This is an optimization exercise on Yosys and OpenROAD, whose aim is small area, not a production implementation.
Function was checked by simulation only, so behaviour that the tests miss may differ from the original.
No activity file was given, so power comes from the tool's default toggle rates.

==> run a <==
Design cache_mem_bridge, start of the top module:
module cache_mem_bridge
(
   input  logic                 clk,
   input  logic                 rst_n,
   input  logic                 wb_req,
   input  logic [cache_mem_bridge_pkg::PA_WIDTH-1:0]  wb_addr,
   input  logic [cache_mem_bridge_pkg::MEM_WIDTH-1:0] wb_data,
   output logic                 wb_done,
   input  logic                 rf_req,
   input  logic [cache_mem_bridge_pkg::PA_WIDTH-1:0]  rf_addr,
   output logic [cache_mem_bridge_pkg::MEM_WIDTH-1:0] rf_data,
   output logic                 rf_done,
   output logic                 busy,
   output logic                 m_req,
   output logic                 m_we,
   output logic [cache_mem_bridge_pkg::PA_WIDTH-1:0]  m_addr,
   output logic [cache_mem_bridge_pkg::WRD_WIDTH-1:0] m_wdata,
   input  logic                 m_gnt,
   input  logic                 m_rvalid,
   input  logic [cache_mem_bridge_pkg::WRD_WIDTH-1:0] m_rdata
);
   localparam int W  = cache_mem_bridge_pkg::WRD_WIDTH;
   localparam int M  = cache_mem_bridge_pkg::MEM_WIDTH;
   localparam int BO = cache_mem_bridge_pkg::BO_WIDTH;
   localparam int PA = cache_mem_bridge_pkg::PA_WIDTH;
   logic                 rf_act;           
   logic [PA-1:BO]       base;
   logic [M-1:0]         blk;
   logic [cache_mem_bridge_pkg::CW-1:0] iss, rsp;
  ...
clock: 6.0 ns
lec_check: 0
cap_margin: 30
core_area: 5 5 435 435
die_area: 0 0 440 440
slew_margin: 40
run.sh (not shown) runs the stock make flow with config.mk's settings and CLKGATE_MAP_FILE= SYNTH_SCRIPT=/design/flow/synth_recipe.tcl, a recipe that flattens the netlist after the stock synthesis.
==> inputs of run b, as changes to run a <==
==> flow/flow/run.sh (new file) <==
#!/bin/bash
# The standard layout, with the smallest buffer on each port and no CTS
# dummy loads.
set -euo pipefail
bash standard.sh \
  "BUFFER_PORTS_ARGS=-buffer_cell sky130_fd_sc_hd__buf_1" \
  "CTS_ARGS=-sink_clustering_enable -repair_clock_nets -dont_use_dummy_load -sink_clustering_size 28 -sink_clustering_max_diameter 80 -buf_list {sky130_fd_sc_hd__clkbuf_8 sky130_fd_sc_hd__clkbuf_16}" \
  finish > flow_make.log 2>&1
==> flow/standard.sh (new file) <==
#!/bin/bash
# synth_recipe.tcl (not shown) runs the flow's synth.tcl, then flattens the netlist and writes it again
# the make line also repeats each setting of config.mk as NAME=value (left out here)
make -C /OpenROAD-flow-scripts/flow DESIGN_CONFIG=/design/flow/config.mk WORK_HOME=/design/flow/orfs CLKGATE_MAP_FILE= SYNTH_SCRIPT=/design/flow/synth_recipe.tcl "${@:-finish}"
--- a/flow/config.mk
+++ b/flow/config.mk
@@ -7,5 +7,9 @@
 export LEC_CHECK = 0
 export CAP_MARGIN = 30
-export CORE_AREA = 5 5 435 435
-export DIE_AREA = 0 0 440 440
+export CORE_AREA = 5 5 345 345
+export CTS_BUF_LIST = sky130_fd_sc_hd__clkbuf_8 sky130_fd_sc_hd__clkbuf_16
+export CTS_CLUSTER_DIAMETER = 80
+export CTS_CLUSTER_SIZE = 28
+export DIE_AREA = 0 0 350 350
+export PLACE_DENSITY = 0.5
 export SLEW_MARGIN = 40
removed: flow/run.sh
==> inputs of run c, as changes to run a <==
==> flow/flow/run.sh (new file) <==
#!/bin/bash
# The standard layout, with the smallest buffer on each port and no CTS dummy loads.
set -euo pipefail
bash standard.sh \
  "BUFFER_PORTS_ARGS=-buffer_cell sky130_fd_sc_hd__buf_1" \
  "CTS_ARGS=-sink_clustering_enable -repair_clock_nets -dont_use_dummy_load -sink_clustering_size 30 -sink_clustering_max_diameter 60 -buf_list {sky130_fd_sc_hd__clkbuf_4 sky130_fd_sc_hd__clkbuf_8}" \
  finish > flow_make.log 2>&1
==> flow/standard.sh (new file) <==
#!/bin/bash
# synth_recipe.tcl (not shown) runs the flow's synth.tcl, then flattens the netlist and writes it again
# the make line also repeats each setting of config.mk as NAME=value (left out here)
make -C /OpenROAD-flow-scripts/flow DESIGN_CONFIG=/design/flow/config.mk WORK_HOME=/design/flow/orfs CLKGATE_MAP_FILE= SYNTH_SCRIPT=/design/flow/synth_recipe.tcl "${@:-finish}"
--- a/flow/config.mk
+++ b/flow/config.mk
@@ -8,4 +8,7 @@
 export CAP_MARGIN = 30
 export CORE_AREA = 5 5 435 435
+export CTS_BUF_LIST = sky130_fd_sc_hd__clkbuf_4 sky130_fd_sc_hd__clkbuf_8
+export CTS_CLUSTER_DIAMETER = 60
+export CTS_CLUSTER_SIZE = 30
 export DIE_AREA = 0 0 440 440
 export SLEW_MARGIN = 40
removed: flow/run.sh
==> inputs of run d, as changes to run a <==
==> flow/flow/run.sh (new file) <==
#!/bin/bash
# The standard layout, with the smallest buffer on each port and no CTS
# dummy loads.
set -euo pipefail
bash standard.sh \
  "BUFFER_PORTS_ARGS=-buffer_cell sky130_fd_sc_hd__buf_1" \
  "CTS_ARGS=-sink_clustering_enable -repair_clock_nets -dont_use_dummy_load -sink_clustering_size 16 -sink_clustering_max_diameter 80 -buf_list {sky130_fd_sc_hd__clkbuf_4 sky130_fd_sc_hd__clkbuf_8}" \
  finish > flow_make.log 2>&1
==> flow/standard.sh (new file) <==
#!/bin/bash
# synth_recipe.tcl (not shown) runs the flow's synth.tcl, then flattens the netlist and writes it again
# the make line also repeats each setting of config.mk as NAME=value (left out here)
make -C /OpenROAD-flow-scripts/flow DESIGN_CONFIG=/design/flow/config.mk WORK_HOME=/design/flow/orfs CLKGATE_MAP_FILE= SYNTH_SCRIPT=/design/flow/synth_recipe.tcl "${@:-finish}"
--- a/flow/config.mk
+++ b/flow/config.mk
@@ -7,5 +7,9 @@
 export LEC_CHECK = 0
 export CAP_MARGIN = 30
-export CORE_AREA = 5 5 435 435
-export DIE_AREA = 0 0 440 440
+export CORE_AREA = 5 5 355 355
+export CTS_BUF_LIST = sky130_fd_sc_hd__clkbuf_4 sky130_fd_sc_hd__clkbuf_8
+export CTS_CLUSTER_DIAMETER = 80
+export CTS_CLUSTER_SIZE = 16
+export DIE_AREA = 0 0 360 360
+export PLACE_DENSITY = 0.5
 export SLEW_MARGIN = 40
removed: flow/run.sh
==> metrics.md <==
| Metric | Value |
|---|---|
| Area grow syn2layout | 36.6% |
| M1 wire length | 58,300 µm |
| Final instance area | 0.0278 mm² |
| Max IR drop VDD | 0.000207 V |
| Die Width | 440 µm |
| Post-DR vias/cell | 4.03 |
| Clock Buffer Count | 68 |
| Clock latency (worst-skew pair) | 800 ps |
| Group drawing the most power | registers |
| Reg2reg end | blk_n[54]$_DFF_P_ |
| Wire length per cell | 29.7 µm |
| Status | complete, no violations |
| Max incr delay on CP | 520 ps |
| Worst Tran Pin Value | 1020 ps |
| Max frequency | 325 MHz |
| Hold_ws | 402 ps |
| Critical Path End | busy |
| DP HPWL | 137,000 µm |
| DRT iter0 DRCs | 4,289 |
| P_comb | 2.42 mW |
| Data arrival, critical path | 1880 ps |
| Num CTS Buffers | 68 |
[end of results for run c]
==> metrics.md <==
| Metric | Value |
|---|---|
| Status | complete, no violations |
| Reg2reg end | blk_n[397]$_DFF_P_ |
| Max frequency | 284 MHz |
| DRT iter0 DRCs | 3,922 |
| Max IR drop VDD | 0.000225 V |
| P_comb | 3.26 mW |
| Final instance area | 0.0369 mm² |
| Num CTS Buffers | 74 |
| Area grow syn2layout | 81.2% |
| Max incr delay on CP | 670 ps |
| Layout cells sized above 1 | 5.00% |
| Wire length per cell | 30.5 µm |
| Post-DR vias/cell | 4.00 |
| Hold_ws | 457 ps |
| Critical Path End | busy |
| M1 wire length | 60,900 µm |
| Clock latency (worst-skew pair) | 680 ps |
| Die Width | 440 µm |
| Worst Tran Pin Value | 885 ps |
[end of results for run a]
==> metrics.md <==
| Metric | Value |
|---|---|
| Post-DR vias/cell | 4.69 |
| Area grow syn2layout | 30.7% |
| DP HPWL | 110,000 µm |
| DRT iter0 DRCs | 4,511 |
| Clock Buffer Count | 50 |
| M1 wire length | 49,600 µm |
| Worst Clk Skew | 57.8 ps |
| Worst Tran Pin Value | 823 ps |
| Die Width | 360 µm |
| Group drawing the most power | registers |
| Post-route antenna net violation count | 0 |
| P_comb | 2.31 mW |
| Metal2 WL | 63,200 µm |
| Status | complete, no violations |
| Num CTS Buffers | 50 |
| Hold_ws | 453 ps |
| Max IR drop VDD | 0.000144 V |
| Max frequency | 340 MHz |
| Max incr delay on CP | 360 ps |
| Final instance area | 0.0266 mm² |
| Data arrival, critical path | 1740 ps |
| Min-delay worst type | reg -> reg |
[end of results for run d]
==> metrics.md <==
| Metric | Value |
|---|---|
| Critical Path End | busy |
| Reg2reg end | blk_n[470]$_DFF_P_ |
| Final instance area | 0.0268 mm² |
| DRT iter0 DRCs | 4,002 |
| Worst Tran Pin Value | 914 ps |
| Data arrival, critical path | 2020 ps |
| Clock latency (worst-skew pair) | 630 ps |
| Num CTS Buffers | 42 |
| M1 wire length | 50,400 µm |
| Hold_ws | 436 ps |
| Status | complete, no violations |
| Clock Buffer Count | 42 |
| Area grow syn2layout | 31.5% |
[end of results for run b]

re-timing with driven ports:
How much do the figures lean on ideal ports? The routed layouts below were timed once more, with nothing changed but the port constraints.
Step 1 assumes that a clkbuf_16 drives the clock port and a buf_2 every other input.
Step 2 also shifts input and output timing later by t, the mid clock arrival at the registers, as if the neighbouring blocks saw the same clock.
Three values: no drivers, after step 1, after step 2; two values: the first two.
| run | shift t [ns] | slack for setup (ns) | hold slack, ns |
|---|---|---|---|
| run a | 0.756 | 2.473 / 2.385 / 2.200 | 0.457 / 0.457 / 0.457 |
| run b | 0.663 | 2.779 / 2.717 / 2.431 | 0.436 / 0.436 / 0.436 |
| run c | 0.828 | 2.920 / 2.832 / 2.306 | 0.402 / 0.402 / 0.402 |
| run d | 0.744 | 3.063 / 3.002 / 2.463 | 0.453 / 0.453 / 0.453 |
After both steps every run listed still meets setup and hold. For run c, which loses most, drivers alone change the setup slack by -0.088 ns; drivers and shift together by -0.614 ns.
